This is an optimization exercise on Yosys and OpenROAD, whose aim is small area and a short achievable clock period, not a production implementation.
Where RTL was checked, it was by simulation tests only, not by an equivalence proof against the original.
The RTL of runs 1 and 3 was laid out without a check of its function.
No driver is modelled on the clock port, so clocking that relies on it looks cheaper here than on a real chip.
Power and IR drop assume default switching activity.

==> design/flow/flow/run.sh <==
#!/bin/bash
# Own layout flow: the standard ORFS flow (standard.sh, its synthesis unchanged) with
#  - a clock tree built without dummy balancing loads, with larger sink clusters,
#  - the clock root buffer split into quadrant copies fed from the clock port (post_cts.tcl),
#    so every register's clock arrives through one fewer heavily loaded stage, and
#  - the setup repair margin applied only after CTS, once clock latencies are real.
# make's output goes to standard.log; each tool's full log is under orfs/logs/.
set -euo pipefail
here=$(cd "$(dirname "${BASH_SOURCE[0]}")" && pwd)
export OWN_FLOW_DIR=$here
export CTS_ARGS="-sink_clustering_enable -repair_clock_nets -dont_use_dummy_load -sink_clustering_size 25 -sink_clustering_max_diameter 50"
export SKIP_CTS_REPAIR_TIMING=1
export POST_CTS_TCL=$here/post_cts.tcl
export PRE_GLOBAL_ROUTE_TCL=$here/margin.tcl
bash standard.sh > standard.log 2>&1
==> design/flow/flow/margin.tcl <==
set ::env(SETUP_SLACK_MARGIN) 1.2
==> design/flow/flow/post_cts.tcl <==
# After CTS: split the clock root, then the setup/hold repair that cts.tcl was told to skip.
source $::env(OWN_FLOW_DIR)/split_root.tcl
source $::env(OWN_FLOW_DIR)/margin.tcl
split_clock_root
detailed_placement
estimate_parasitics -placement
report_clock_skew
repair_timing_helper
detailed_placement
check_placement -verbose
report_worst_slack
==> design/flow/flow/split_root.tcl <==
# Splits the clock root buffer into up to four copies, each driving the root's loads in one
# quadrant around their centroid and each fed straight from the clock port. Every register
# keeps the same number of buffers to the port; only the root stage gets lighter.
proc split_clock_root {} {
  set block [ord::get_db_block]
  set clk [$block findNet clk]
  set roots {}
  foreach it [$clk getITerms] {
    if {[$it isInputSignal]} { lappend roots [$it getInst] }
  }
  if {[llength $roots] != 1} {
    puts "split_clock_root: [llength $roots] cells on the clock port, left as is"
    return
  }
  set root [lindex $roots 0]
  set master [$root getMaster]
  set onet [[$root findITerm X] getNet]
  set loads {}
  set sx 0; set sy 0
  foreach it [$onet getITerms] {
    if {[$it isInputSignal]} {
      set loc [[$it getInst] getLocation]
      lappend loads [list $it [lindex $loc 0] [lindex $loc 1]]
      set sx [expr {$sx + [lindex $loc 0]}]; set sy [expr {$sy + [lindex $loc 1]}]
    }
  }
  set n [llength $loads]
  if {$n < 8} { puts "split_clock_root: root drives $n loads, left as is"; return }
  set cx [expr {$sx / $n}]; set cy [expr {$sy / $n}]
  array set grp {}
  foreach l $loads {
    set q [expr {([lindex $l 1] >= $cx) + 2 * ([lindex $l 2] >= $cy)}]
    lappend grp($q) $l
  }
  set first 1
  set k 0
  foreach q [lsort [array names grp]] {
    set mx 0; set my 0
    foreach l $grp($q) { set mx [expr {$mx + [lindex $l 1]}]; set my [expr {$my + [lindex $l 2]}] }
    set m [llength $grp($q)]
    set mx [expr {$mx / $m}]; set my [expr {$my / $m}]
    if {$first} {
      set buf $root
      set net $onet
      set first 0
    } else {
      set buf [odb::dbInst_create $block $master "[$root getName]_q$k"]
      set net [odb::dbNet_create $block "[$onet getName]_q$k"]
      $net setSigType CLOCK
      [$buf findITerm A] connect $clk
      [$buf findITerm X] connect $net
      foreach l $grp($q) {
        set it [lindex $l 0]
        $it disconnect
        $it connect $net
      }
    }
    $buf setLocation $mx $my
    $buf setPlacementStatus PLACED
    puts "split_clock_root: [$buf getName] drives $m loads at [expr {$mx/1000.0}] [expr {$my/1000.0}]"
    incr k
  }
}
==> design/flow/standard.sh <==
#!/bin/bash
# synth_recipe.tcl (not shown) runs the flow's synth.tcl, then flattens the netlist and writes it again
# the make line also repeats each setting of config.mk as NAME=value (left out here)
make -C /OpenROAD-flow-scripts/flow DESIGN_CONFIG=/design/flow/config.mk WORK_HOME=/design/flow/orfs CLKGATE_MAP_FILE= SYNTH_SCRIPT=/design/flow/synth_recipe.tcl "${@:-finish}"
==> design/flow/config.mk <==
export PLATFORM = sky130hd
export DESIGN_NAME = benes_cfg_sequencer
export DESIGN_NICKNAME = benes_cfg_sequencer
export VERILOG_FILES = /design/flow/design.v
export SDC_FILE = /design/flow/constraint.sdc
export NUM_CORES = 4
export LEC_CHECK = 0
export CAP_MARGIN = 20
export CORE_MARGIN = 2
export CORE_UTILIZATION = 60
export SLEW_MARGIN = 20
export TNS_END_PERCENT = 5
==> design/flow/constraint.sdc <==
create_clock -name core_clock -period 3.0 [get_ports {clk}]
set_input_delay 0.6000 -clock core_clock [delete_from_list [all_inputs] [get_ports {clk}]]
set_output_delay 0.6000 -clock core_clock [all_outputs]
set_load 0.01 [all_outputs]
==> design/flow/design.v <==
package benes_cfg_sequencer_pkg;
   localparam int SIZE       = 32;
   localparam int SWITCH_NUM = SIZE / 2;
   localparam int STAGE_NUM  = 2 * $clog2(SIZE) - 1;
   localparam int CFG_DEPTH  = 16;
   localparam int AW         = $clog2(CFG_DEPTH);
   localparam int SW         = $clog2(STAGE_NUM);
   localparam int CW         = SWITCH_NUM * STAGE_NUM;
   localparam logic [1:0] ST_IDLE  = 2'd0;
   localparam logic [1:0] ST_RUN   = 2'd1;
   localparam logic [1:0] ST_FLUSH = 2'd2;
endpackage
module benes_cfg_sequencer_ram
(
   input  logic                                              clk,
   input  logic                                              rst_n,
   input  logic                                              wr_en,
   input  logic [benes_cfg_sequencer_pkg::AW-1:0]            wr_idx,
   input  logic [benes_cfg_sequencer_pkg::SW-1:0]            wr_stage,
   input  logic [benes_cfg_sequencer_pkg::SWITCH_NUM-1:0]    wr_data,
   input  logic [benes_cfg_sequencer_pkg::CFG_DEPTH-1:0]     rd_gsel,
   input  logic                                              rd_hold,
   output logic [benes_cfg_sequencer_pkg::CW-1:0]            rd_data
);
   localparam int SWITCH_NUM = benes_cfg_sequencer_pkg::SWITCH_NUM;
   localparam int STAGE_NUM  = benes_cfg_sequencer_pkg::STAGE_NUM;
   localparam int CFG_DEPTH  = benes_cfg_sequencer_pkg::CFG_DEPTH;
   localparam int CW         = benes_cfg_sequencer_pkg::CW;
   logic [CW-1:0] rd_data_d;
   logic [CW-1:0] rd_data_q;
   logic [CW-1:0] row [CFG_DEPTH];
   logic [CW-1:0] rd_or [CFG_DEPTH+1];
   assign rd_or[0] = rd_data_q & {CW{rd_hold}};
   genvar e, s;
   generate
      for (e = 0; e < CFG_DEPTH; e = e + 1) begin : g_entry
         for (s = 0; s < STAGE_NUM; s = s + 1) begin : g_stage
            always_ff @(posedge clk) begin
               if (wr_en && (wr_idx == e) && (wr_stage == s)) begin
                  row[e][CW-1-SWITCH_NUM*s -: SWITCH_NUM] <= wr_data;
               end
            end
         end
         assign rd_or[e+1] = rd_or[e] | (row[e] & {CW{rd_gsel[e]}});
      end
   endgenerate
   assign rd_data_d = rd_or[CFG_DEPTH];
   always_ff @(posedge clk or negedge rst_n) begin
      if (!rst_n) begin
         rd_data_q <= '0;
      end else begin
         rd_data_q <= rd_data_d;
      end
   end
   assign rd_data = rd_data_q;
endmodule
module benes_cfg_sequencer
(
   input  logic                                              clk,
   input  logic                                              rst_n,
   input  logic                                              i_cfg_wr_en,
   input  logic [benes_cfg_sequencer_pkg::AW-1:0]            i_cfg_wr_idx,
   input  logic [benes_cfg_sequencer_pkg::SW-1:0]            i_cfg_wr_stage,
   input  logic [benes_cfg_sequencer_pkg::SWITCH_NUM-1:0]    i_cfg_wr_data,
   input  logic                                              i_cmd_valid,
   output logic                                              o_cmd_ready,
   input  logic [benes_cfg_sequencer_pkg::AW-1:0]            i_cmd_base,
   input  logic [benes_cfg_sequencer_pkg::AW:0]              i_cmd_len,
   input  logic                                              i_advance,
   input  logic                                              i_abort,
   output logic [benes_cfg_sequencer_pkg::CW-1:0]            o_switch_set,
   output logic                                              o_cfg_valid,
   output logic [benes_cfg_sequencer_pkg::AW-1:0]            o_cfg_idx,
   output logic                                              o_done,
   output logic                                              o_busy
);
   localparam int         AW       = benes_cfg_sequencer_pkg::AW;
   localparam logic [1:0] ST_IDLE  = benes_cfg_sequencer_pkg::ST_IDLE;
   localparam logic [1:0] ST_RUN   = benes_cfg_sequencer_pkg::ST_RUN;
   localparam logic [1:0] ST_FLUSH = benes_cfg_sequencer_pkg::ST_FLUSH;
   logic [1:0]       state_d,     state_q;
   logic [AW-1:0]    rd_ptr_d,    rd_ptr_q;
   logic [benes_cfg_sequencer_pkg::CFG_DEPTH-1:0] rd_sel_d, rd_sel_q;
   logic [AW:0]      remain_d,    remain_q;
   logic             cfg_valid_d, cfg_valid_q;
   logic [AW-1:0]    cfg_idx_d,   cfg_idx_q;
   logic             done_d,      done_q;
   logic             busy_d,      busy_q;
   logic             cmd_ready_d, cmd_ready_q;
   logic             rd_en;
   logic             accept;
   assign rd_en  = (state_q == ST_RUN) && i_advance;
   assign accept = i_cmd_valid && cmd_ready_q;
   benes_cfg_sequencer_ram u_ram (
      .clk      (clk),
      .rst_n    (rst_n),
      .wr_en    (i_cfg_wr_en),
      .wr_idx   (i_cfg_wr_idx),
      .wr_stage (i_cfg_wr_stage),
      .wr_data  (i_cfg_wr_data),
      .rd_gsel  (rd_sel_q & {benes_cfg_sequencer_pkg::CFG_DEPTH{rd_en}}),
      .rd_hold  (!rd_en),
      .rd_data  (o_switch_set)
   );
   always_comb begin
      state_d     = state_q;
      rd_ptr_d    = rd_ptr_q;
      rd_sel_d    = rd_sel_q;
      remain_d    = remain_q;
      cfg_valid_d = rd_en;
      cfg_idx_d   = rd_en ? rd_ptr_q : cfg_idx_q;
      done_d      = 1'b0;
      case (state_q)
         ST_IDLE: begin
            if (accept) begin
               rd_ptr_d = i_cmd_base;
               rd_sel_d = '0;
               rd_sel_d[i_cmd_base] = 1'b1;
               remain_d = i_cmd_len;
               if (i_cmd_len == '0) begin
                  state_d = ST_FLUSH;
                  done_d  = 1'b1;
               end else begin
                  state_d = ST_RUN;
               end
            end
         end
         ST_RUN: begin
            if (rd_en) begin
               rd_ptr_d = rd_ptr_q + 1'b1;
               rd_sel_d = {rd_sel_q[benes_cfg_sequencer_pkg::CFG_DEPTH-2:0], rd_sel_q[benes_cfg_sequencer_pkg::CFG_DEPTH-1]};
               remain_d = remain_q - 1'b1;
               if (remain_q == (AW+1)'(1)) begin
                  state_d = ST_FLUSH;
                  done_d  = 1'b1;
               end
            end
            if (i_abort) begin
               state_d = ST_IDLE;
               done_d  = 1'b0;
            end
         end
         ST_FLUSH: begin
            state_d = ST_IDLE;
         end
         default: begin
            state_d = ST_IDLE;
         end
      endcase
      busy_d      = (state_d != ST_IDLE);
      cmd_ready_d = (state_d == ST_IDLE);
   end
   always_ff @(posedge clk or negedge rst_n) begin
      if (!rst_n) begin
         state_q     <= ST_IDLE;
         rd_ptr_q    <= '0;
         rd_sel_q    <= 16'd1;
         remain_q    <= '0;
         cfg_valid_q <= 1'b0;
         cfg_idx_q   <= '0;
         done_q      <= 1'b0;
         busy_q      <= 1'b0;
         cmd_ready_q <= 1'b1;
      end else begin
         state_q     <= state_d;
         rd_ptr_q    <= rd_ptr_d;
         rd_sel_q    <= rd_sel_d;
         remain_q    <= remain_d;
         cfg_valid_q <= cfg_valid_d;
         cfg_idx_q   <= cfg_idx_d;
         done_q      <= done_d;
         busy_q      <= busy_d;
         cmd_ready_q <= cmd_ready_d;
      end
   end
   assign o_cfg_valid = cfg_valid_q;
   assign o_cfg_idx   = cfg_idx_q;
   assign o_done      = done_q;
   assign o_busy      = busy_q;
   assign o_cmd_ready = cmd_ready_q;
endmodule
==> impl_metrics.json, run 1 <==
{
  "outcome": "no timing/DRC/antenna violations",
  "dp.cells": 6897,
  "grt_pass1_wl_um": 383000,
  "hold_violations": 0,
  "drt_iter0_drc": 7925,
  "die_x_um": 390,
  "cts_sinks": 2483,
  "finClkSkew_ns": 0.0531,
  "grt_max_degree": 145,
  "grt_pass1_vias": 49720,
  "vias": 52717,
  "cp.required_ns": 3.43,
  "initial_core_util_pct": 60.4,
  "finalSetupTns_ns": 0,
  "max_freq_mhz": 489,
  "routed_wl_um": 279000,
  "synthTopCellsByArea": "edfxtp_1 (78%), a221oi_1 (5.6%), a22o_1 (5.0%)",
  "peakVddDrop_mv": 0.674,
  "yosysWarnings": 4,
  "leakagePower_nw": 34.0,
  "worst_pin_slew_ns": 0.883,
  "async_flop_share_pct": 7.21,
  "rows": 141,
  "synth_top_area_cell": "edfxtp_1",
  "synth_top_area_share_pct": 77.5,
  "avgSynthCellArea_sq_um": 18.9,
  "layout_min_cycle_time_ns": 2.04,
  "crit_type": "flop to flop",
  "clk_pin_slew_worst_paths_ns": 0.08,
  "area_delta_synth_final_pct": 17.7,
  "synth.distinct_cells": 51,
  "synthXorXnorAreaFrac_pct": 0,
  "num_io_pins": 191,
  "synth-simple-area-share_pct": 3.34,
  "hpwl_um": 148000,
  "dp_slack_ns": 0.0441,
  "synth_top_family_by_area": "compound AO/OA/AOI/OAI gates",
  "rsz0062_at_grt": "true",
  "utilization_pct": 71.1,
  "p_per_area_nw_per_um2": 841,
  "syn-num-nets": 4767,
  "route.detailed.drc": 0,
  "die_y_um": 390,
  "cp-start-kind": "flop",
  "track_usage_pct": 36.1,
  "gp_congestion": 0.844,
  "holdCritPathClass": "primary input to async pin",
  "grt_antenna_before_repair": 20,
  "synth_compound_area_share_pct": 12.4,
  "clock_latency_ns": 0.60,
  "final_cell_mix": "edfxtp_1 (2,304), a22o_1 (511), a221oi_1 (485)",
  "critPathArrivalTime_ns": 2.47,
  "drive_gt1_share_pct": 19.7,
  "crit_fanout": 23,
  "cap_violations": 0,
  "timing.final.ws_setup_ns": 0.957,
  "firstDrtPassIters": 8,
  "nets": 5343,
  "routed_via_density": 7.29,
  "fp.dieArea_sq_um": 152000,
  "synth_mux_area_share_pct": 0.0224,
  "overflow": 0,
  "finalSetupViolCount": 0,
  "finalCritPeriodShare_pct": 68.1,
  "seq_area_frac_synth_pct": 82.5,
  "wire_per_inst_um": 38.5,
  "synth_adder_area_share_pct": 0.0981,
  "final_antenna_net_count": 0,
  "synth_edf_count": 2304,
  "max_slew_margin_pct": 41.1,
  "drv_slew": 0,
  "fin_cells": 7230,
  "finalPower_mw": 88.3,
  "synthCells": 4721,
  "cp-end-kind": "flop",
  "synth_seq_cells": 2483,
  "core_area_sq_um": 148000,
  "r2r_setup_slack_ns": 0.96,
  "layout_commonest_cell": "edfxtp_1",
  "netlist_area_sq_um": 89200,
  "port_buffers": 190,
  "cts_tree": "done",
  "synth_top_flop_cell": "edfxtp_1"
}
-- final timing paths --
path,startpoint,endpoint,cells after the start
worst max-delay path,rd_sel_q[7],u_ram.rd_data_q[129],6
worst min-delay path,rst_n,u_ram.rd_data_q[9],1
worst max register to register,rd_sel_q[7],u_ram.rd_data_q[129],6
worst min register to register,cfg_idx_q[3],cfg_idx_q[3],2
max in group asynchronous,rst_n,u_ram.rd_data_q[35],2
min in group core_clock,i_cfg_wr_data[7],u_ram.row[11][87],1
-- stage by stage --
step	instance area (sq um)	hold slack [ns]
2_1_floorplan	89200	0.304
3_3_place_gp	97100	0.459
3_5_place_dp	97100	0.462
5_1_grt	105000	0.0575
6_report	105000	0.0328
-- metal layers --
metal / track usage (%) / wire, um
met1: 53.6 / 108000
met2: 55.1 / 127000
met3: 7.66 / 35600
met4: 9.63 / 7890
met5: 0 / 93
-- worst max-delay path, cell delays in order (launching register included) --
cell      delay [ns]
dfrtp_4         0.58
buf_12          0.18
buf_12          0.18
a22o_1          0.25
a221oi_1        0.30
and4_1          0.30
o21ai_1         0.10
-- flip-flops by register name, indices dropped and copies added, names as in the netlist --
signal	cells
busy_q	1
state_q	2
u_ram.row	2304
cmd_ready_q	1
cfg_valid_q	1
rd_sel_q	16
remain_q	5
done_q	1
cfg_idx_q	4
rd_ptr_q	4
u_ram.rd_data_q	144
-- cell families after synthesis --
family / count (synthesis)
flip-flops: 2483
adder cells (fa/ha/maj): 7
AO/OA/AOI/OAI: 1346
buffers and inverters: 320
AND/OR/NAND/NOR: 563
multiplexers: 2
-- cell usage after synthesis, drive strengths merged (4+ instances only) --
cell type / instances
dfrtp: 177
a22oi: 59
nor2b: 6
a21oi: 31
a222oi: 6
a22o: 514
nor2: 241
nand2b: 4
nand3: 20
and2: 4
inv: 6
ha: 7
o21ai: 141
o22a: 4
a31oi: 8
nand2: 123
and4: 141
clkbuf: 128
and4b: 4
a221oi: 572
edfxtp: 2304
buf: 186
-- area by class of cell, without the clock buffers --
type                    count  area (sq um)
diodes                      5          12.5
plain buffers               3          75.1
fillers                  9206         42600
inverters                   6          35.0
multi-input cells        1918         15300
flip-flops and latches   2483         73800
well taps                1930          2410
repair buffers            708          8980
-- where the power goes --
part           leakage (nW)  switching, mW  internal [mW]  total, mW
sequential             22.6           1.37           39.1       40.5
clock                  2.22           10.7           10.6       21.3
combinational          9.17           15.8           10.8       26.6
total                  34.0           27.9           60.4       88.3
==> run 2, diff against run 1 <==
--- a/design/flow/design.v
+++ b/design/flow/design.v
@@ -6,6 +6,7 @@
    localparam int AW         = $clog2(CFG_DEPTH);
    localparam int SW         = $clog2(STAGE_NUM);
    localparam int CW         = SWITCH_NUM * STAGE_NUM;
+   localparam int SEL_COPIES = 9;
    localparam logic [1:0] ST_IDLE  = 2'd0;
    localparam logic [1:0] ST_RUN   = 2'd1;
    localparam logic [1:0] ST_FLUSH = 2'd2;
@@ -18,7 +19,7 @@
    input  logic [benes_cfg_sequencer_pkg::AW-1:0]            wr_idx,
    input  logic [benes_cfg_sequencer_pkg::SW-1:0]            wr_stage,
    input  logic [benes_cfg_sequencer_pkg::SWITCH_NUM-1:0]    wr_data,
-   input  logic [benes_cfg_sequencer_pkg::CFG_DEPTH-1:0]     rd_gsel,
+   input  logic [benes_cfg_sequencer_pkg::SEL_COPIES*benes_cfg_sequencer_pkg::CFG_DEPTH-1:0] rd_gsel,
    input  logic                                              rd_hold,
    output logic [benes_cfg_sequencer_pkg::CW-1:0]            rd_data
 );
@@ -28,23 +29,25 @@
    localparam int CW         = benes_cfg_sequencer_pkg::CW;
    logic [CW-1:0] rd_data_d;
    logic [CW-1:0] rd_data_q;
-   logic [CW-1:0] row [CFG_DEPTH];
-   logic [CW-1:0] rd_or [CFG_DEPTH+1];
-   assign rd_or[0] = rd_data_q & {CW{rd_hold}};
+   localparam int NSEL       = benes_cfg_sequencer_pkg::SEL_COPIES;
    genvar e, s;
    generate
-      for (e = 0; e < CFG_DEPTH; e = e + 1) begin : g_entry
-         for (s = 0; s < STAGE_NUM; s = s + 1) begin : g_stage
+      for (s = 0; s < STAGE_NUM; s = s + 1) begin : g_stage
+         localparam int G = (s * NSEL) / STAGE_NUM;
+         logic [SWITCH_NUM-1:0] mem [CFG_DEPTH];
+         logic [SWITCH_NUM-1:0] sel_or [CFG_DEPTH+1];
+         assign sel_or[0] = rd_data_q[CW-1-SWITCH_NUM*s -: SWITCH_NUM] & {SWITCH_NUM{rd_hold}};
+         for (e = 0; e < CFG_DEPTH; e = e + 1) begin : g_entry
             always_ff @(posedge clk) begin
                if (wr_en && (wr_idx == e) && (wr_stage == s)) begin
-                  row[e][CW-1-SWITCH_NUM*s -: SWITCH_NUM] <= wr_data;
+                  mem[e] <= wr_data;
                end
             end
+            assign sel_or[e+1] = sel_or[e] | (mem[e] & {SWITCH_NUM{rd_gsel[G*CFG_DEPTH+e]}});
          end
-         assign rd_or[e+1] = rd_or[e] | (row[e] & {CW{rd_gsel[e]}});
+         assign rd_data_d[CW-1-SWITCH_NUM*s -: SWITCH_NUM] = sel_or[CFG_DEPTH];
       end
    endgenerate
-   assign rd_data_d = rd_or[CFG_DEPTH];
    always_ff @(posedge clk or negedge rst_n) begin
       if (!rst_n) begin
          rd_data_q <= '0;
@@ -75,22 +78,40 @@
    output logic                                              o_busy
 );
    localparam int         AW       = benes_cfg_sequencer_pkg::AW;
+   localparam int         DEPTH    = benes_cfg_sequencer_pkg::CFG_DEPTH;
+   localparam int         NSEL     = benes_cfg_sequencer_pkg::SEL_COPIES;
    localparam logic [1:0] ST_IDLE  = benes_cfg_sequencer_pkg::ST_IDLE;
    localparam logic [1:0] ST_RUN   = benes_cfg_sequencer_pkg::ST_RUN;
    localparam logic [1:0] ST_FLUSH = benes_cfg_sequencer_pkg::ST_FLUSH;
    logic [1:0]       state_d,     state_q;
    logic [AW-1:0]    rd_ptr_d,    rd_ptr_q;
-   logic [benes_cfg_sequencer_pkg::CFG_DEPTH-1:0] rd_sel_d, rd_sel_q;
    logic [AW:0]      remain_d,    remain_q;
    logic             cfg_valid_d, cfg_valid_q;
    logic [AW-1:0]    cfg_idx_d,   cfg_idx_q;
    logic             done_d,      done_q;
    logic             busy_d,      busy_q;
-   logic             cmd_ready_d, cmd_ready_q;
+   logic [NSEL*DEPTH-1:0] rd_sel_d, rd_sel_q;
+   logic [DEPTH-1:0]      base_hot;
    logic             rd_en;
    logic             accept;
-   assign rd_en  = (state_q == ST_RUN) && i_advance;
-   assign accept = i_cmd_valid && cmd_ready_q;
+   logic             sel_hold;
+   assign rd_en    = (state_q == ST_RUN) && i_advance;
+   assign accept   = i_cmd_valid && !busy_q;
+   assign sel_hold = !(accept || rd_en);
+   always_comb begin
+      base_hot             = '0;
+      base_hot[i_cmd_base] = 1'b1;
+   end
+   genvar g;
+   generate
+      for (g = 0; g < NSEL; g = g + 1) begin : g_sel
+         logic [DEPTH-1:0] cur;
+         assign cur = rd_sel_q[g*DEPTH +: DEPTH];
+         assign rd_sel_d[g*DEPTH +: DEPTH] = (base_hot & {DEPTH{accept}})
+                                           | ({cur[DEPTH-2:0], cur[DEPTH-1]} & {DEPTH{rd_en}})
+                                           | (cur & {DEPTH{sel_hold}});
+      end
+   endgenerate
    benes_cfg_sequencer_ram u_ram (
       .clk      (clk),
       .rst_n    (rst_n),
@@ -98,14 +119,13 @@
       .wr_idx   (i_cfg_wr_idx),
       .wr_stage (i_cfg_wr_stage),
       .wr_data  (i_cfg_wr_data),
-      .rd_gsel  (rd_sel_q & {benes_cfg_sequencer_pkg::CFG_DEPTH{rd_en}}),
+      .rd_gsel  (rd_sel_q & {NSEL*DEPTH{rd_en}}),
       .rd_hold  (!rd_en),
       .rd_data  (o_switch_set)
    );
    always_comb begin
       state_d     = state_q;
       rd_ptr_d    = rd_ptr_q;
-      rd_sel_d    = rd_sel_q;
       remain_d    = remain_q;
       cfg_valid_d = rd_en;
       cfg_idx_d   = rd_en ? rd_ptr_q : cfg_idx_q;
@@ -114,8 +134,6 @@
          ST_IDLE: begin
             if (accept) begin
                rd_ptr_d = i_cmd_base;
-               rd_sel_d = '0;
-               rd_sel_d[i_cmd_base] = 1'b1;
                remain_d = i_cmd_len;
                if (i_cmd_len == '0) begin
                   state_d = ST_FLUSH;
@@ -128,7 +146,6 @@
          ST_RUN: begin
             if (rd_en) begin
                rd_ptr_d = rd_ptr_q + 1'b1;
-               rd_sel_d = {rd_sel_q[benes_cfg_sequencer_pkg::CFG_DEPTH-2:0], rd_sel_q[benes_cfg_sequencer_pkg::CFG_DEPTH-1]};
                remain_d = remain_q - 1'b1;
                if (remain_q == (AW+1)'(1)) begin
                   state_d = ST_FLUSH;
@@ -148,19 +165,17 @@
          end
       endcase
       busy_d      = (state_d != ST_IDLE);
-      cmd_ready_d = (state_d == ST_IDLE);
    end
    always_ff @(posedge clk or negedge rst_n) begin
       if (!rst_n) begin
          state_q     <= ST_IDLE;
          rd_ptr_q    <= '0;
-         rd_sel_q    <= 16'd1;
+         rd_sel_q    <= '0;
          remain_q    <= '0;
          cfg_valid_q <= 1'b0;
          cfg_idx_q   <= '0;
          done_q      <= 1'b0;
          busy_q      <= 1'b0;
-         cmd_ready_q <= 1'b1;
       end else begin
          state_q     <= state_d;
          rd_ptr_q    <= rd_ptr_d;
@@ -170,12 +185,11 @@
          cfg_idx_q   <= cfg_idx_d;
          done_q      <= done_d;
          busy_q      <= busy_d;
-         cmd_ready_q <= cmd_ready_d;
       end
    end
    assign o_cfg_valid = cfg_valid_q;
    assign o_cfg_idx   = cfg_idx_q;
    assign o_done      = done_q;
    assign o_busy      = busy_q;
-   assign o_cmd_ready = cmd_ready_q;
+   assign o_cmd_ready = !busy_q;
 endmodule
==> design/flow/flow/margin.tcl (replaced) <==
set ::env(SETUP_SLACK_MARGIN) 1.1
--- a/design/flow/config.mk
+++ b/design/flow/config.mk
@@ -9,4 +9,3 @@
 export CORE_MARGIN = 2
 export CORE_UTILIZATION = 60
 export SLEW_MARGIN = 20
-export TNS_END_PERCENT = 5
==> run 2 against run 1 <==
Compared with the run above:
- largest cell class unchanged
- combinational power is 45% lower
- via count is 4.3% higher
- sequential share of layout area is 0.70 points higher
- global-route usage is 1.9 points lower
- highest routed layer unchanged
- critical path depth is 3 lower
==> impl_metrics.json, run 2 <==
{
  "outcome": "no timing/DRC/antenna violations",
  "route.detailed.drc": 0,
  "cp.required_ns": 3.42,
  "fp.dieArea_sq_um": 161000,
  "wire_per_inst_um": 35.5,
  "rows": 145,
  "drt_iter0_drc": 8431,
  "synth_top_area_share_pct": 73.2,
  "async_flop_share_pct": 11.7,
  "grt_max_degree": 145,
  "clk_pin_slew_worst_paths_ns": 0.07,
  "cp-end-kind": "flop",
  "cts_tree": "done",
  "finClkSkew_ns": 0.0795,
  "fillers": 10131,
  "multi_input_area_sq_um": 17000,
  "num_io_pins": 191,
  "netlist_area_sq_um": 94500,
  "cp-startpoint": "rd_sel_q[119]",
  "final_area_sq_um": 109000,
  "die_x_um": 401,
  "r2r_setup_slack_ns": 1.03,
  "synthTopCellsByArea": "edfxtp_1 (73%), dfrtp_1 (8.1%), a221oi_1 (4.9%)",
  "area_delta_synth_final_pct": 15.0,
  "track_usage_pct": 34.2,
  "r2r-start": "rd_sel_q[119]",
  "final_antenna_net_count": 0,
  "holdCritPathClass": "primary input to flop",
  "largest_reg_flops": 2304,
  "crit_type": "flop to flop",
  "synth.distinct_cells": 48,
  "cap_violations": 0,
  "cts_sinks": 2610,
  "finalSetupTns_ns": 0,
  "timing.final.ws_setup_ns": 1.03,
  "worstReg2RegEnd": "u_ram.rd_data_q[21]",
  "drive_gt1_share_pct": 17.7,
  "hpwl_um": 164000,
  "vias": 54961,
  "max_freq_mhz": 508,
  "endpoint": "u_ram.rd_data_q[21]",
  "synth_top_area_cell": "edfxtp_1",
  "layout_min_cycle_time_ns": 1.97,
  "worst_pin_slew_ns": 1.27,
  "grt_pass1_wl_um": 392000,
  "dp_slack_ns": -0.196,
  "synth_seq_cells": 2610,
  "rsz0062_at_grt": "true",
  "critPathArrivalTime_ns": 2.39,
  "clock_latency_ns": 0.61,
  "firstDrtPassIters": 6,
  "leakagePower_nw": 35.9,
  "nets": 5777,
  "p_per_area_nw_per_um2": 756,
  "reg2regPathDepth": 3,
  "synthTopCellsByCount": "edfxtp_1 (2,304), a221oi_1 (525), a22o_1 (523)",
  "synth_top_flop_cell": "edfxtp_1",
  "peakVddDrop_mv": 0.619,
  "finalPower_mw": 82.2,
  "grt_antenna_before_repair": 14,
  "synth_edf_count": 2304,
  "yosysWarnings": 20,
  "initial_core_util_pct": 60.5,
  "routed_via_density": 7.05,
  "core_area_sq_um": 156000,
  "seq_area_sq_um": 77100,
  "seq_area_frac_synth_pct": 81.3,
  "layout_commonest_cell": "edfxtp_1",
  "routed_wl_um": 277000,
  "drv_slew": 0,
  "max_slew_margin_pct": 15.6,
  "place_area_sq_um": 102000,
  "finalSetupViolCount": 0,
  "final_cell_mix": "edfxtp_1 (2,304), a22o_1 (523), a221oi_1 (467)",
  "crit_fanout": 18,
  "cp-start-kind": "flop",
  "top_register": "u_ram.g_stage.mem",
  "hold_violations": 0,
  "yosysMostFrequentCell": "edfxtp_1",
  "top_regs": "u_ram.g_stage.mem (2304), rd_sel_q (144), u_ram.rd_data_q (144)",
  "die_y_um": 401,
  "dp.cells": 7538,
  "port_buffers": 190,
  "grt_pass1_vias": 52381,
  "synthCells": 5323,
  "syn-num-nets": 5369,
  "finalCritPeriodShare_pct": 65.6,
  "gp_congestion": 0.861,
  "overflow": 0,
  "fin_cells": 7792,
  "avgSynthCellArea_sq_um": 17.7
}
==> run 2: cells by family after synthesis <==
family | count (synthesis) | share of synthesized area (%)
AOI/OAI and AO/OA | 1323 | 11.6
buffers and inverters | 398 | 1.77
and+or+nand+nor | 984 | 5.23
adders and majority gates | 7 | 0.0927
DFF | 2610 | 81.3
muxes | 1 | 0.0106
==> run 2: through the flow <==
step	hold WS, ns	utilization [%]
finish	0.310	69.6
detailed placement	0.469	65.3
global placement	0.462	65.3
floorplan	0.304	-
global route	0.287	69.6
==> run 2: final cells by class, without the clock buffers <==
class,instances,area share (%)
Sequential cell,2610,70.9
Multi-Input combinational cell,2319,15.7
Timing Repair Buffer,602,6.59
Tap cell,2058,2.37
Buffer,3,0.0691
Inverter,7,0.0484
Antenna cell,5,0.0115
==> run 2: worst min path at each step <==
stage / from / to / slack (ns) / cells past startpoint
after detailed placement: u_ram.rd_data_q[6] / u_ram.rd_data_q[6] / 0.47 / 2
after floorplan: rst_n / busy_q / 0.30 / 0
after global routing: i_cfg_wr_data[2] / u_ram.g_stage[6].mem[14][2] / 0.29 / 1
after global placement: u_ram.rd_data_q[91] / u_ram.rd_data_q[91] / 0.46 / 2
final: i_cfg_wr_data[2] / u_ram.g_stage[6].mem[14][2] / 0.31 / 1
==> run 2: worst max-delay path, cell delays in order (launching register included) <==
cell,delay [ns]
dfrtp_1,0.77
a221oi_1,0.62
and4_1,0.32
o21ai_0,0.10
==> run 2: power by group <==
group | internal (mW) | total (mW) | switching [mW]
combinational | 6.43 | 14.5 | 8.09
sequential | 41.1 | 45.2 | 4.12
clock | 11.2 | 22.5 | 11.3
total | 58.7 | 82.2 | 23.5
==> run 2: routing by layer <==
layer / global-route usage [%] / routed length, um / up-vias
met5: 0 / 34 / -
met3: 6.11 / 29000 / 406
met1: 50.6 / 110000 / 28605
met2: 53.0 / 129000 / 3378
li1: - / - / 22566
met4: 9.64 / 8780 / 6
==> run 3, diff against run 2 <==
--- a/design/flow/design.v
+++ b/design/flow/design.v
@@ -6,7 +6,7 @@
    localparam int AW         = $clog2(CFG_DEPTH);
    localparam int SW         = $clog2(STAGE_NUM);
    localparam int CW         = SWITCH_NUM * STAGE_NUM;
-   localparam int SEL_COPIES = 9;
+   localparam int SEL_COPIES = 5;
    localparam logic [1:0] ST_IDLE  = 2'd0;
    localparam logic [1:0] ST_RUN   = 2'd1;
    localparam logic [1:0] ST_FLUSH = 2'd2;
==> design/flow/flow/margin.tcl (replaced) <==
set ::env(SETUP_SLACK_MARGIN) 1.2
==> run 3 against run 2 <==
Compared with the run above:
- worst hold slack improved by 0.091 ns
- global-route usage rose by 1.6 points
- die area is 3.2% lower
- design area increased by 0.97%
- synthesized area is 3.2% lower
- combinational power is 25% higher
- sequential power fell by 7.1%
- clock power fell by 3%
- via count increased by 2.9%
- maximum frequency decreased by 2.0%
- final cell count increased by 2.5%
==> impl_metrics.json, run 3 <==
{
  "synthTopCellsByCount": "edfxtp_1 (2,304), a22oi_1 (554), nand3_1 (320)",
  "peakVddDrop_mv": 0.601,
  "yosysMostFrequentCell": "edfxtp_1",
  "drv_slew": 0,
  "cp-start-kind": "flop",
  "layout_commonest_cell": "edfxtp_1",
  "drt_iter0_drc": 9281,
  "seq_area_frac_synth_pct": 82.3,
  "holdCritPathClass": "primary input to flop",
  "place_area_sq_um": 99800,
  "gp_congestion": 0.869,
  "synth_top_flop_cell": "edfxtp_1",
  "finalSetupTns_ns": 0,
  "final_antenna_net_count": 0,
  "cts_tree": "done",
  "syn-num-nets": 5247,
  "top_register": "u_ram.g_stage.mem",
  "area_delta_synth_final_pct": 20.0,
  "max_freq_mhz": 498,
  "grt_pass1_vias": 52984,
  "cts_sinks": 2546,
  "rsz0062_at_grt": "true",
  "synth_seq_cells": 2546,
  "hold_violations": 0,
  "dp.cells": 7448,
  "cp_slowest_stage_delay_ns": 0.45,
  "layout_min_cycle_time_ns": 2.01,
  "final_cell_mix": "edfxtp_1 (2,304), a22oi_1 (544), buf_4 (398)",
  "synth.distinct_cells": 47,
  "nets": 5996,
  "finalSetupViolCount": 0,
  "crit_buf_inv": 2,
  "final_area_sq_um": 110000,
  "hpwl_um": 154000,
  "p_per_area_nw_per_um2": 747,
  "initial_core_util_pct": 60.3,
  "vias": 56552,
  "critical_path.cell_chain": "nor2b_4 > nand2_8 > buf_4 > clkbuf_16 > nor3_1 > o21ai_1",
  "grt_max_degree": 145,
  "drive_gt1_share_pct": 25.8,
  "synthTopCellsByArea": "edfxtp_1 (76%), dfrtp_1 (6.6%), a22oi_1 (4.5%)",
  "synth_edf_count": 2304,
  "finalCritPeriodShare_pct": 67.0,
  "leakagePower_nw": 36.7,
  "crit_type": "flop to flop",
  "netlist_area_sq_um": 91400,
  "finalPower_mw": 82.0,
  "grt_antenna_before_repair": 19,
  "grt_pass1_wl_um": 395000,
  "firstDrtPassIters": 9,
  "num_io_pins": 191,
  "critPathArrivalTime_ns": 2.43,
  "avgSynthCellArea_sq_um": 17.6,
  "top_regs": "u_ram.g_stage.mem (2304), u_ram.rd_data_q (144), rd_sel_q (80)",
  "fp.dieArea_sq_um": 156000,
  "utilization_pct": 72.3,
  "die_y_um": 394,
  "port_buffers": 190,
  "fin_cells": 7987,
  "routed_via_density": 7.08,
  "wire_per_inst_um": 36.2,
  "cp-end-kind": "flop",
  "routed_wl_um": 289000,
  "outcome": "no timing/DRC/antenna violations",
  "cap_violations": 0,
  "route.detailed.drc": 0,
  "rows": 143,
  "yosysWarnings": 20,
  "worst_pin_slew_ns": 1.08,
  "synthCells": 5201,
  "async_flop_share_pct": 9.51,
  "largest_reg_flops": 2304,
  "cpLargestDelayFamily": "simple AND/OR/NAND/NOR gates",
  "die_x_um": 394,
  "track_usage_pct": 35.8,
  "finClkSkew_ns": 0.0954,
  "max_slew_margin_pct": 28.1,
  "clock_latency_ns": 0.61,
  "synth_top_area_cell": "edfxtp_1",
  "synth_top_area_share_pct": 75.7,
  "slowest_stage": "nor3_1",
  "crit_fanout": 9,
  "overflow": 0,
  "clk_pin_slew_worst_paths_ns": 0.08,
  "cp.required_ns": 3.43,
  "core_area_sq_um": 152000
}
run 3: logic make-up after synthesis:
kind of cell,Yosys count,share of synthesized area (%)
adders and majority gates,7,0.0958
buffers and inverters,365,1.58
DFF,2546,82.3
AOI/OAI and AO/OA,1330,11.4
xor gates and xnor gates,1,0.00958
and+or+nand+nor,952,4.64
run 3: per-stage QoR:
step	hold WS (ns)	setup WS [ns]
floorplan	0.304	0.606
global route	0.381	0.986
global placement	0.435	0.202
finish	0.401	0.991
detailed placement	0.437	0.116
run 3: final timing paths:
| path | slack [ns] | depth (start not counted) | to | from |
|---|---|---|---|---|
| worst min register to register | 0.45 | 2 | u_ram.rd_data_q[136] | u_ram.g_stage[0].mem[8][8] |
| worst min-delay path | 0.40 | 1 | u_ram.g_stage[4].mem[3][7] | i_cfg_wr_data[7] |
| min in group asynchronous | 0.56 | 2 | u_ram.rd_data_q[119] | rst_n |
| worst max-delay path | 0.99 | 6 | u_ram.rd_data_q[27] | state_q[1] |
| max in group asynchronous | 1.38 | 4 | rd_sel_q[27] | rst_n |
| worst max register to register | 0.99 | 6 | u_ram.rd_data_q[27] | state_q[1] |
run 3: layout make-up, without the clock buffers:
class / instances / area [sq um]
timing repair buffer: 916 / 10400
sequential: 2546 / 75500
buffer: 3 / 75.1
multi-input combinational: 2291 / 16500
tap: 2030 / 2540
inverter: 7 / 45.0
fill: 9471 / 42000
timing repair inverter: 3 / 62.6
antenna: 9 / 22.5
run 3: metal layers:
metal	share of wire, %	GRT usage (%)	vias up
li1	-	-	22618
met4	3.4	10.0	20
met3	13	7.37	620
met1	38	53.2	29020
met5	0.034	0	-
met2	46	54.7	4274
run 3: where the power goes:
part,switching [mW],internal (mW)
registers,1.97,40.1
clock network,11.0,10.9
logic,10.7,7.39
total,23.7,58.3
==> run 4, diff against run 3 <==
--- a/design/flow/design.v
+++ b/design/flow/design.v
@@ -6,7 +6,7 @@
    localparam int AW         = $clog2(CFG_DEPTH);
    localparam int SW         = $clog2(STAGE_NUM);
    localparam int CW         = SWITCH_NUM * STAGE_NUM;
-   localparam int SEL_COPIES = 5;
+   localparam int SEL_COPIES = 9;
    localparam logic [1:0] ST_IDLE  = 2'd0;
    localparam logic [1:0] ST_RUN   = 2'd1;
    localparam logic [1:0] ST_FLUSH = 2'd2;
--- a/design/flow/config.mk
+++ b/design/flow/config.mk
@@ -7,5 +7,5 @@
 export LEC_CHECK = 0
 export CAP_MARGIN = 20
 export CORE_MARGIN = 2
-export CORE_UTILIZATION = 60
+export CORE_UTILIZATION = 67
 export SLEW_MARGIN = 20
==> run 4 against run 3 <==
Compared with the run above:
- routed wire length is 7.5% lower
- first-iteration DRC count is 8.2% lower
- final cell count is 4.8% lower
- die area is 7.4% lower
- synthesized area is 3.3% higher
- sequential power is 8.1% higher
- combinational power is 22% lower
- largest power group unchanged
- core utilization is 4.6 points higher
==> impl_metrics.json, run 4 <==
{
  "routed_wl_um": 267000,
  "worst_pin_slew_ns": 0.890,
  "leakagePower_nw": 35.4,
  "cp.required_ns": 3.43,
  "synth.distinct_cells": 48,
  "hold_violations": 0,
  "cap_violations": 0,
  "finalSetupViolCount": 0,
  "synthTopCellsByCount": "edfxtp_1 (2,304), a221oi_1 (525), a22o_1 (523)",
  "drv_slew": 0,
  "grt_max_degree": 145,
  "async_flop_share_pct": 11.7,
  "final_cell_mix": "edfxtp_1 (2,304), a22o_1 (523), a221oi_1 (468)",
  "rsz0062_at_grt": "true",
  "overflow": 0,
  "crit_top_cell": "buf_6",
  "crit_fanout": 12,
  "gp_congestion": 0.870,
  "routed_via_density": 7.29,
  "die_x_um": 380,
  "synth_edf_count": 2304,
  "rows": 137,
  "route.detailed.drc": 0,
  "grt_antenna_before_repair": 10,
  "seq_area_frac_synth_pct": 81.3,
  "yosysMostFrequentCell": "edfxtp_1",
  "nets": 5775,
  "grt_pass1_vias": 53213,
  "top_register": "u_ram.g_stage.mem",
  "die_y_um": 380,
  "slowest_stage": "clkdlybuf4s50_1",
  "final_antenna_net_count": 0,
  "crit_type": "primary input to flop",
  "cts_sinks": 2610,
  "num_io_pins": 191,
  "track_usage_pct": 36.3,
  "grt_pass1_wl_um": 376000,
  "holdCritPathClass": "primary input to flop",
  "drive_gt1_share_pct": 19.7,
  "drt_iter0_drc": 8516,
  "top_regs": "u_ram.g_stage.mem (2304), rd_sel_q (144), u_ram.rd_data_q (144)",
  "firstDrtPassIters": 7,
  "cp-start-kind": "primary input",
  "area_delta_synth_final_pct": 13.7,
  "cp_slowest_stage_delay_ns": 0.46,
  "synth_seq_cells": 2610,
  "critical_path.cell_chain": "clkdlybuf4s50_1 > nand3b_1 > buf_6 > buf_4 > buf_6 > buf_12 > clkbuf_16 > o21ai_0",
  "finalSetupTns_ns": 0,
  "syn-num-nets": 5369,
  "max_freq_mhz": 543,
  "layout_min_cycle_time_ns": 1.84,
  "initial_core_util_pct": 67.6,
  "synth_top_area_cell": "edfxtp_1",
  "clock_latency_ns": 0.59,
  "critPathArrivalTime_ns": 2.27,
  "cp-end-kind": "flop",
  "fp.dieArea_sq_um": 144000,
  "synth_top_area_share_pct": 73.2,
  "vias": 55454,
  "outcome": "no timing/DRC/antenna violations",
  "synth_top_flop_cell": "edfxtp_1",
  "cts_tree": "done",
  "core_area_sq_um": 140000,
  "port_buffers": 190,
  "avgSynthCellArea_sq_um": 17.7,
  "synthTopCellsByArea": "edfxtp_1 (73%), dfrtp_1 (8.1%), a221oi_1 (4.9%)",
  "clk_pin_slew_worst_paths_ns": 0.08,
  "finalCritPeriodShare_pct": 61.4,
  "finClkSkew_ns": 0.0590,
  "p_per_area_nw_per_um2": 753,
  "largest_reg_flops": 2304,
  "layout_commonest_cell": "edfxtp_1",
  "netlist_area_sq_um": 94500,
  "crit_buf_inv": 6,
  "finalPower_mw": 80.9,
  "cpLargestDelayFamily": "buffers and inverters",
  "max_slew_margin_pct": 40.7,
  "wire_per_inst_um": 35.1,
  "synthCells": 5323,
  "yosysWarnings": 20,
  "hpwl_um": 150000,
  "peakVddDrop_mv": 0.629
}
[run 4: final timing paths]
path / end / depth (start not counted) / start / slack [ns]
worst max-delay path: u_ram.rd_data_q[22] / 8 / i_advance / 1.16
worst min-delay path: u_ram.g_stage[2].mem[9][1] / 1 / i_cfg_wr_data[1] / 0.31
worst max register to register: u_ram.rd_data_q[121] / 5 / rd_sel_q[16] / 1.18
worst min register to register: u_ram.rd_data_q[48] / 1 / u_ram.rd_data_q[48] / 0.47
max in group asynchronous: rd_sel_q[22] / 3 / rst_n / 1.44
min in group asynchronous: u_ram.rd_data_q[56] / 2 / rst_n / 0.56
[run 4: kinds of logic (layout without fill, tap and decap cells)]
family | count (synthesis) | in the layout | share of synthesized area [%]
other | 0 | 4 | 0
muxes | 1 | 1 | 0.0106
buffers and inverters | 398 | 801 | 1.77
AOI/OAI and AO/OA | 1323 | 1323 | 11.6
DFF | 2610 | 2610 | 81.3
and+or+nand+nor | 984 | 985 | 5.23
adders and majority gates | 7 | 7 | 0.0927
[run 4: power breakdown]
group / internal [mW] / switching, mW / leakage [nW] / total, mW
registers: 41.1 / 4.27 / 24.5 / 45.4
clock network: 10.6 / 10.9 / 2.22 / 21.5
logic: 6.43 / 7.64 / 8.71 / 14.1
[run 4: area by class of cell, without the clock buffers]
class / count / area, sq um
diodes: 4 / 10.0
plain buffers: 3 / 75.1
fillers: 7808 / 32200
inverters: 7 / 52.6
multi-input cells: 2316 / 16800
flip-flops and latches: 2610 / 77100
well taps: 1876 / 2350
repair buffers: 614 / 6650
[run 4: stage by stage]
step | cell area [sq um] | std cells | utilization, % | hold WS, ns | setup WS [ns]
2_1_floorplan | 94500 | 5323 | - | 0.304 | 0.606
6_report | 107000 | 7607 | 76.9 | 0.312 | 1.16
3_5_place_dp | 102000 | 7344 | 72.7 | 0.466 | 0.185
5_1_grt | 107000 | 7604 | 76.9 | 0.322 | 1.14
3_3_place_gp | 102000 | 7344 | 72.7 | 0.460 | 0.223
[run 4: routing by layer]
metal  routed length [um]  track usage (%)  vias to the layer above
li1                     -                -                    22554
met1                96600             51.0                    28304
met2               129000             57.9                     4017
met3                30700             6.58                      577
met4                11100             13.8                        2
met5                   12                0                        -
==> run 5, diff against run 4 <==
--- a/design/flow/config.mk
+++ b/design/flow/config.mk
@@ -7,5 +7,5 @@
 export LEC_CHECK = 0
 export CAP_MARGIN = 20
 export CORE_MARGIN = 2
-export CORE_UTILIZATION = 67
+export CORE_UTILIZATION = 72
 export SLEW_MARGIN = 20
==> run 5 against run 4 <==
Compared with the run above:
- clock power down 2%
- sequential cell count did not move
- first-iteration DRC count grew 21%
- synthesized cell count did not move
- synthesized area unchanged
- worst hold slack better by 0.091 ns
- critical path depth stayed put
- combinational power increased by 5%
- sequential share of layout area fell by 0.21 points
- design area rose by 0.32%
- total power up 0.50%
- critical path type is now flop to flop
==> impl_metrics.json, run 5 <==
{
  "core_area_sq_um": 130000,
  "drv_slew": 0,
  "track_usage_pct": 39.9,
  "finClkSkew_ns": 0.0744,
  "seq_area_frac_synth_pct": 81.3,
  "clk_pin_slew_worst_paths_ns": 0.08,
  "max_slew_margin_pct": 35.6,
  "cp-end-kind": "flop",
  "cap_violations": 0,
  "synth-simple-area-share_pct": 5.23,
  "route.detailed.drc": 0,
  "grt_pass1_wl_um": 383000,
  "area_delta_synth_final_pct": 14.1,
  "synthCells": 5323,
  "rsz0062_at_grt": "true",
  "num_io_pins": 191,
  "cp_slowest_stage_delay_ns": 0.45,
  "hold_ws_ns": 0.404,
  "netlist_area_sq_um": 94500,
  "worstReg2RegEnd": "rd_sel_q[111]",
  "fp.dieArea_sq_um": 134000,
  "finalSetupViolCount": 0,
  "synth_top_family_by_area": "compound AO/OA/AOI/OAI gates",
  "p_per_area_nw_per_um2": 754,
  "crit_fanout": 14,
  "crit_buf_inv": 5,
  "layout_commonest_cell": "edfxtp_1",
  "critical_path.cell_chain": "nand3b_1 > buf_12 > buf_12 > buf_16 > buf_4 > clkbuf_16 > nand3_1 > nand3_1",
  "hpwl_um": 150000,
  "grt_antenna_before_repair": 19,
  "critPathArrivalTime_ns": 2.28,
  "finalSetupTns_ns": 0,
  "port_buffers": 190,
  "synthTopCellsByArea": "edfxtp_1 (73%), dfrtp_1 (8.1%), a221oi_1 (4.9%)",
  "reg2regPathDepth": 8,
  "crit_cells": 8,
  "die_x_um": 366,
  "r2r-start": "state_q[0]",
  "synth_mux_area_share_pct": 0.0106,
  "yosysMostFrequentCell": "edfxtp_1",
  "top_register": "u_ram.g_stage.mem",
  "r2r_setup_slack_ns": 1.14,
  "final_cell_mix": "edfxtp_1 (2,304), a22o_1 (523), a221oi_1 (490)",
  "slowest_stage": "dfrtp_2",
  "synth_compound_area_share_pct": 11.6,
  "initial_core_util_pct": 72.8,
  "wire_per_inst_um": 36.4,
  "cp.required_ns": 3.42,
  "leakagePower_nw": 35.6,
  "crit_type": "flop to flop",
  "rows": 132,
  "outcome": "no timing/DRC/antenna violations",
  "synth_top_flop_cell": "edfxtp_1",
  "drive_gt1_share_pct": 19.3,
  "synth_top_area_share_pct": 73.2,
  "synthXorXnorAreaFrac_pct": 0,
  "grt_max_degree": 146,
  "grt_pass1_vias": 55177,
  "cp-start-kind": "flop",
  "hold_violations": 0,
  "finalCritPeriodShare_pct": 62.1,
  "largest_reg_flops": 2304,
  "fin_cells": 7482,
  "finalPower_mw": 81.3,
  "synth_adder_area_share_pct": 0.0927,
  "synthTopCellsByCount": "edfxtp_1 (2,304), a221oi_1 (525), a22o_1 (523)",
  "clock_latency_ns": 0.59,
  "firstDrtPassIters": 7,
  "die_y_um": 366,
  "drt_iter0_drc": 10294,
  "avgSynthCellArea_sq_um": 17.7,
  "nets": 5781,
  "vias": 57318,
  "worst_pin_slew_ns": 0.966,
  "max_freq_mhz": 537,
  "routed_via_density": 7.66,
  "overflow": 0,
  "top_regs": "u_ram.g_stage.mem (2304), rd_sel_q (144), u_ram.rd_data_q (144)",
  "synth.distinct_cells": 48,
  "synth_top_area_cell": "edfxtp_1",
  "syn-num-nets": 5369,
  "layout_min_cycle_time_ns": 1.86,
  "peakVddDrop_mv": 0.632,
  "synth_seq_cells": 2610,
  "cpLargestDelayFamily": "buffers and inverters",
  "cts_tree": "done",
  "async_flop_share_pct": 11.7,
  "dp.cells": 7179,
  "cts_sinks": 2610,
  "cp-startpoint": "state_q[0]",
  "gp_congestion": 0.889,
  "holdCritPathClass": "primary input to flop",
  "synth_edf_count": 2304,
  "yosysWarnings": 20,
  "routed_wl_um": 272000,
  "final_antenna_net_count": 0,
  "endpoint": "rd_sel_q[111]"
}
[run 5: metal layers]
metal	track usage (%)	share of wire [%]	vias up
li1	-	-	22582
met1	56.0	34	28954
met2	61.8	47	4993
met3	9.83	14	773
met4	15.6	4.5	16
met5	0	0.039	-
[run 5: cell type report, without the clock buffers]
cell class | instances | area, sq um
multi-input cells | 2324 | 16900
plain buffers | 3 | 75.1
inverters | 7 | 42.5
diodes | 7 | 17.5
well taps | 1742 | 2180
flip-flops and latches | 2610 | 77100
repair buffers | 619 | 7190
fillers | 6144 | 22000
[run 5: logic make-up (layout without fill, tap and decap cells)]
group                      count (synthesis)  in the layout
AOI/OAI and AO/OA                       1323           1323
adders and majority gates                  7              7
buffers and inverters                    398            799
DFF                                     2610           2610
muxes                                      1              1
other                                      0              7
and+or+nand+nor                          984            993
[run 5: worst min-delay path by stage]
stage	start	endpoint	cells after the start	slack [ns]
global placement	u_ram.rd_data_q[62]	u_ram.rd_data_q[62]	1	0.46
global route	i_cfg_wr_data[2]	u_ram.g_stage[2].mem[15][2]	1	0.41
detailed placement	cfg_idx_q[2]	cfg_idx_q[2]	2	0.47
finish	i_cfg_wr_data[2]	u_ram.g_stage[2].mem[15][2]	1	0.40
floorplan	rst_n	busy_q	0	0.30
[run 5: stage by stage]
stage / area, sq um / util (%) / setup slack [ns]
2_1_floorplan: 94500 / - / 0.606
3_3_place_gp: 101000 / 78.1 / 0.120
3_5_place_dp: 101000 / 78.1 / 0.0669
5_1_grt: 108000 / 83.0 / 1.13
6_report: 108000 / 83.0 / 1.14
[run 5: report_power, final]
group	leakage [nW]	switching, mW	internal, mW	total (mW)
sequential	24.5	4.36	41.1	45.5
combinational	9.01	8.05	6.73	14.8
clock	2.13	10.9	10.2	21.1
total	35.6	23.3	58.0	81.3
==> run 6, diff against run 5 <==
--- a/design/flow/config.mk
+++ b/design/flow/config.mk
@@ -7,5 +7,5 @@
 export LEC_CHECK = 0
 export CAP_MARGIN = 20
 export CORE_MARGIN = 2
-export CORE_UTILIZATION = 72
+export CORE_UTILIZATION = 60
 export SLEW_MARGIN = 20
==> run 6 against run 5 <==
Compared with the run above:
- highest routed layer unchanged
- synthesized area did not move
- worst hold slack got worse by 0.10 ns
- clock skew rose by 0.011 ns
- critical endpoint is now u_ram.rd_data_q[141]
- first-iteration DRC count fell by 11%
- final cell count rose by 5.8%
- still clean on timing, DRC and antenna
==> impl_metrics.json, run 6 <==
{
  "die_y_um": 401,
  "cap_violations": 0,
  "final_antenna_net_count": 0,
  "cts_tree": "done",
  "fin_cells": 7917,
  "grt_pass1_wl_um": 392000,
  "wire_per_inst_um": 35.3,
  "synthTopCellsByCount": "edfxtp_1 (2,304), a221oi_1 (525), a22o_1 (523)",
  "crit_type": "flop to flop",
  "layout_min_cycle_time_ns": 1.83,
  "hpwl_um": 164000,
  "dp.cells": 7538,
  "synthTopCellsByArea": "edfxtp_1 (73%), dfrtp_1 (8.1%), a221oi_1 (4.9%)",
  "crit_fanout": 9,
  "top_regs": "u_ram.g_stage.mem (2304), rd_sel_q (144), u_ram.rd_data_q (144)",
  "synth_top_flop_cell": "edfxtp_1",
  "cp.required_ns": 3.45,
  "max_freq_mhz": 546,
  "synth_edf_count": 2304,
  "routed_wl_um": 280000,
  "fp.dieArea_sq_um": 161000,
  "top_register": "u_ram.g_stage.mem",
  "yosysMostFrequentCell": "edfxtp_1",
  "clock_latency_ns": 0.62,
  "synthCells": 5323,
  "rsz0062_at_grt": "true",
  "final_cell_mix": "edfxtp_1 (2,304), a22o_1 (522), a221oi_1 (411)",
  "core_area_sq_um": 156000,
  "max_slew_margin_pct": 32.2,
  "synth_top_area_share_pct": 73.2,
  "hold_ws_ns": 0.303,
  "grt_max_degree": 145,
  "clk_pin_slew_worst_paths_ns": 0.07,
  "finClkSkew_ns": 0.0853,
  "firstDrtPassIters": 6,
  "cp-start-kind": "flop",
  "area_delta_synth_final_pct": 16.5,
  "hold_violations": 0,
  "synth.distinct_cells": 48,
  "gp_congestion": 0.861,
  "drv_slew": 0,
  "p_per_area_nw_per_um2": 759,
  "yosysWarnings": 20,
  "layout_commonest_cell": "edfxtp_1",
  "die_x_um": 401,
  "rows": 145,
  "drive_gt1_share_pct": 22.8,
  "cp-startpoint": "rd_sel_q[13]",
  "finalPower_mw": 83.5,
  "worst_pin_slew_ns": 1.02,
  "netlist_area_sq_um": 94500,
  "leakagePower_nw": 36.5,
  "finalCritPeriodShare_pct": 61.1,
  "syn-num-nets": 5369,
  "track_usage_pct": 34.2,
  "cts_sinks": 2610,
  "avgSynthCellArea_sq_um": 17.7,
  "largest_reg_flops": 2304,
  "outcome": "no timing/DRC/antenna violations",
  "peakVddDrop_mv": 0.615,
  "finalSetupTns_ns": 0,
  "port_buffers": 190,
  "async_flop_share_pct": 11.7,
  "critPathArrivalTime_ns": 2.28,
  "synth_top_area_cell": "edfxtp_1",
  "hold_path.startpoint": "i_cfg_wr_data[2]",
  "cp-end-kind": "flop",
  "fillers": 9929,
  "routed_via_density": 7.02,
  "drt_iter0_drc": 9128,
  "seq_area_frac_synth_pct": 81.3,
  "finalSetupViolCount": 0,
  "nets": 5902,
  "vias": 55573,
  "grt_pass1_vias": 52571,
  "grt_antenna_before_repair": 18,
  "num_io_pins": 191,
  "holdCritPathClass": "primary input to flop",
  "initial_core_util_pct": 60.5,
  "r2r-start": "rd_sel_q[13]",
  "route.detailed.drc": 0,
  "synth_seq_cells": 2610,
  "overflow": 0
}
-- run 6: changes by cell type in the layout (fill, tap and decap cells not counted), sizes merged, moves of 2 or more --
cell / before / now
buf: 499 / 635
bufbuf: 5 / 2
clkbuf: 233 / 235
clkdlybuf4s15: 43 / 30
diode: 7 / 5
-- run 6: power by group --
| part | total (mW) | internal, mW | leakage [nW] | switching [mW] |
|---|---|---|---|---|
| sequential | 45.0 | 41.2 | 24.4 | 3.82 |
| clock | 22.5 | 11.2 | 2.35 | 11.3 |
| combinational | 16.0 | 7.19 | 9.68 | 8.81 |
-- run 6: worst max-delay path, cell delays in order, from the launching register on --
cell      delay, ns
dfrtp_2        0.53
a222oi_1       0.60
nand4_1        0.34
o22a_1         0.25
-- run 6: per-layer routing --
metal  global-route usage (%)  vias to the layer above  part of all wire [%]
li1                         -                    22837                     -
met1                     50.9                    28818                    39
met2                     53.2                     3505                    47
met3                     5.52                      405                    11
met4                     9.69                        8                   3.0
met5                        0                        -                 0.015
-- run 6: through the flow --
stage	cell area, sq um	worst slack, ns	utilization (%)
2_1_floorplan	94500	0.606	-
3_3_place_gp	102000	-0.203	65.3
3_5_place_dp	102000	-0.196	65.3
5_1_grt	110000	1.11	70.5
6_report	110000	1.17	70.5
-- run 6: path summary, 6_finish.rpt --
check	end	slack (ns)	depth (start not counted)
max in group asynchronous	state_q[0]	1.48	3
hold reg to reg	u_ram.rd_data_q[142]	0.47	2
hold / removal	u_ram.g_stage[6].mem[14][2]	0.30	1
setup / recovery	u_ram.rd_data_q[141]	1.17	3
setup reg to reg	u_ram.rd_data_q[141]	1.17	3
min in group asynchronous	u_ram.rd_data_q[48]	0.51	2
-- run 6: kinds of logic (layout without fill, tap and decap cells) --
| group | count (synthesis) | count (layout) | synth area share [%] |
|---|---|---|---|
| flops | 2610 | 2610 | 81.3 |
| compound gates | 1323 | 1323 | 11.6 |
| simple gates | 984 | 991 | 5.23 |
| buf+inv | 398 | 922 | 1.77 |
| fa+ha+maj | 7 | 7 | 0.0927 |
| mux | 1 | 1 | 0.0106 |
| other cells | 0 | 5 | 0 |
-- run 6: area by class of cell, without the clock buffers --
type / count / area (sq um) / share of cell area, %
flip-flops and latches: 2610 / 77200 / 70.1
plain buffers: 3 / 75.1 / 0.0682
diodes: 5 / 12.5 / 0.0114
well taps: 2058 / 2570 / 2.34
multi-input cells: 2322 / 17500 / 15.9
repair buffers: 724 / 7920 / 7.20
inverters: 7 / 52.6 / 0.0477
==> run 7, diff against run 6 <==
==> design/flow/flow/margin.tcl (replaced) <==
set ::env(SETUP_SLACK_MARGIN) 1.25
--- a/design/flow/config.mk
+++ b/design/flow/config.mk
@@ -7,5 +7,5 @@
 export LEC_CHECK = 0
 export CAP_MARGIN = 20
 export CORE_MARGIN = 2
-export CORE_UTILIZATION = 60
+export CORE_UTILIZATION = 70
 export SLEW_MARGIN = 20
==> run 7 against run 6 <==
Compared with the run above:
- total power down 0.46%
- global-route usage up 4.6 points
- combinational power up 7%
- via count up 4.4%
- critical path type unchanged
- design area down 0.35%
- synthesized cell count unchanged
- clock skew down 0.034 ns
==> impl_metrics.json, run 7 <==
{
  "vias": 57996,
  "net-switching-power_mw": 24.2,
  "grt_antenna_before_repair": 13,
  "route.detailed.drc": 0,
  "seq_area_sq_um": 77200,
  "core_area_sq_um": 134000,
  "firstDrtPassIters": 8,
  "synth_top_area_cell": "edfxtp_1",
  "cp-end-kind": "flop",
  "dp_slack_ns": 0.0789,
  "nets": 5929,
  "crit_type": "flop to flop",
  "fp.dieArea_sq_um": 138000,
  "timing.final.ws_setup_ns": 1.13,
  "initial_core_util_pct": 70.7,
  "power.internal_mw": 59.0,
  "dp.cells": 7206,
  "gp_congestion": 0.873,
  "finClkSkew_ns": 0.0517,
  "peakVddDrop_mv": 0.650,
  "grt_pass1_wl_um": 379000,
  "drt_iter0_drc": 11579,
  "reg2regPathDepth": 5,
  "grt_max_degree": 145,
  "pwr-share-comb_pct": 20.5,
  "crit_fanout": 8,
  "seq_power_share_pct": 54.0,
  "clk_pin_slew_worst_paths_ns": 0.09,
  "synth.distinct_cells": 48,
  "leakagePower_nw": 36.5,
  "syn-num-nets": 5369,
  "wire_per_inst_um": 36.6,
  "die_y_um": 371,
  "yosysMostFrequentCell": "edfxtp_1",
  "seq_area_frac_synth_pct": 81.3,
  "fillers": 6531,
  "cap_violations": 0,
  "finalSetupTns_ns": 0,
  "synth_top_flop_cell": "edfxtp_1",
  "switching_share_pct": 29.1,
  "hold_violations": 0,
  "hold_depth": 1,
  "port_buffers": 190,
  "worst_pin_slew_ns": 0.981,
  "final_cell_mix": "edfxtp_1 (2,304), a22o_1 (523), a221oi_1 (410)",
  "synth_mux_area_share_pct": 0.0106,
  "top_regs": "u_ram.g_stage.mem (2304), rd_sel_q (144), u_ram.rd_data_q (144)",
  "holdCritPathClass": "primary input to flop",
  "avgSynthCellArea_sq_um": 17.7,
  "max_freq_mhz": 536,
  "overflow": 0,
  "fin_cells": 7652,
  "r2r_setup_slack_ns": 1.13,
  "track_usage_pct": 38.8,
  "die_x_um": 371,
  "finalCritPeriodShare_pct": 62.2,
  "grt_pass1_vias": 53597,
  "yosysWarnings": 20,
  "num_io_pins": 191,
  "clock_latency_ns": 0.57,
  "synth_edf_count": 2304,
  "synthTopCellsByCount": "edfxtp_1 (2,304), a221oi_1 (525), a22o_1 (523)",
  "synth_seq_cells": 2610,
  "clock_power_share_pct": 25.4,
  "outcome": "no timing/DRC/antenna violations",
  "synth_adder_area_share_pct": 0.0927,
  "final_antenna_net_count": 0,
  "cp.required_ns": 3.44,
  "synth_compound_area_share_pct": 11.6,
  "cts_sinks": 2610,
  "rows": 134,
  "synthCells": 5323,
  "hpwl_um": 154000,
  "synth-simple-area-share_pct": 5.23,
  "drv_slew": 0,
  "cp-start-kind": "flop",
  "routed_wl_um": 280000,
  "multi_input_area_sq_um": 17600,
  "synthXorXnorAreaFrac_pct": 0,
  "area_delta_synth_final_pct": 16.1,
  "drive_gt1_share_pct": 23.6,
  "utilization_pct": 82.1,
  "netlist_area_sq_um": 94500,
  "layout_min_cycle_time_ns": 1.87,
  "synth_top_area_share_pct": 73.2,
  "synth_top_family_by_area": "compound AO/OA/AOI/OAI gates",
  "largest_reg_flops": 2304,
  "finalSetupViolCount": 0,
  "top_register": "u_ram.g_stage.mem",
  "layout_commonest_cell": "edfxtp_1",
  "max_slew_margin_pct": 34.6,
  "async_flop_share_pct": 11.7,
  "synthTopCellsByArea": "edfxtp_1 (73%), dfrtp_1 (8.1%), a221oi_1 (4.9%)",
  "rsz0062_at_grt": "true",
  "cts_tree": "done",
  "p_per_area_nw_per_um2": 758,
  "routed_via_density": 7.58,
  "critPathArrivalTime_ns": 2.31
}
-- run 7: cell types whose count changed in the layout (fill, tap and decap cells not counted), sizes merged --
cell           previous run  this run
clkdlybuf4s15            30         2
diode                     5         3
dlygate4sd2               3         1
nand3                   322       321
dlymetal6s2s              1         0
buf                     635       737
or4                       3         4
clkbuf                  235       189
inv                       6         9
clkinv                    1         0
-- run 7: layout make-up, without the clock buffers --
cell class / count / share of cell area (%)
sequential: 2610 / 70.4
multi-input combinational: 2322 / 16.0
timing repair buffer: 767 / 7.54
tap: 1768 / 2.02
buffer: 3 / 0.0684
inverter: 7 / 0.0388
timing repair inverter: 2 / 0.0183
antenna: 3 / 0.00684
-- run 7: path summary, 6_finish.rpt --
kind                                startpoint                          end
setup reg to reg                  rd_sel_q[63]          u_ram.rd_data_q[80]
setup / recovery                  rd_sel_q[63]          u_ram.rd_data_q[80]
min in group asynchronous                rst_n         u_ram.rd_data_q[133]
hold reg to reg            u_ram.rd_data_q[56]          u_ram.rd_data_q[56]
hold / removal                i_cfg_wr_data[5]  u_ram.g_stage[2].mem[15][5]
max in group asynchronous                rst_n                rd_sel_q[142]
-- run 7: kinds of logic after synthesis --
group                      after synthesis
DFF                                   2610
and+or+nand+nor                        984
buffers and inverters                  398
AOI/OAI and AO/OA                     1323
adders and majority gates                7
muxes                                    1
-- run 7: metrics by stage --
stage	hold WS (ns)	instance area, sq um	power [mW]
after detailed placement	0.469	101000	60.0
after global placement	0.460	101000	59.7
final	0.261	110000	83.1
after floorplan	0.304	94500	51.6
after global routing	0.257	110000	85.1
-- run 7: routing by layer --
metal	global-route usage, %	wire, um
met5	0	42
met4	14.6	12000
met3	7.80	39400
met2	59.1	131000
met1	57.0	97600
-- run 7: power by group through the flow --
stage	Sequential (mW)	Clock [mW]	Combinational, mW
3_5_place_dp	45.8	0	14.2
5_1_grt	45.0	22.2	17.9
2_1_floorplan	42.8	0	8.86
3_3_place_gp	45.8	0	13.9
6_report	44.9	21.1	17.1
-- run 7: critical path, cell delays in order, from the launching register on --
cell and delay [ns]:
dfrtp_4 0.57, clkbuf_4 0.23, buf_4 0.15, a221oi_2 0.36, and4_2 0.34, o21ai_0 0.10

==> port drivers added, routing unchanged <==
No port has a modelled driver above. Below, the same layouts with a new extraction and two added sets of constraints. Step 1 sets driving cells, clkbuf_16 on the clock port and buf_2 on the other inputs (assumed; they add their load-dependent delay and slew). Step 2 moves the port delays by t, midway between the first and last clock arrival at a register: inputs arrive t later, outputs are due t later. That takes back most of the time a late clock gives input paths. Slacks: ideal ports / drivers / drivers and shift; pairs: ideal ports / drivers.
run	t (ns)	setup slack, ns	worst hold slack (ns)	clock arrival spread, ns	worst slew at a driven data input, ns
run 1	0.740	0.957 / 0.871 / 0.278	0.033 / -0.093 / 0.462	0.070 / 0.069	0.21
run 2	0.754	1.032 / 0.932 / 0.437	0.310 / 0.158 / 0.468	0.093 / 0.093	0.14
run 3	0.740	0.991 / 0.982 / 0.438	0.401 / 0.249 / 0.455	0.098 / 0.097	0.20
run 4	0.734	1.158 / 1.016 / 0.501	0.312 / 0.162 / 0.471	0.081 / 0.081	0.13
run 5	0.724	1.138 / 1.028 / 0.488	0.404 / 0.283 / 0.475	0.077 / 0.077	0.20
run 6	0.758	1.168 / 1.020 / 0.488	0.303 / 0.149 / 0.473	0.092 / 0.093	0.15
run 7	0.736	1.134 / 0.981 / 0.471	0.261 / 0.111 / 0.471	0.077 / 0.077	0.20
After both steps every run listed still meets setup and hold. For run 6, which loses most, drivers alone change the setup slack by -0.148 ns; drivers and shift together by -0.680 ns.
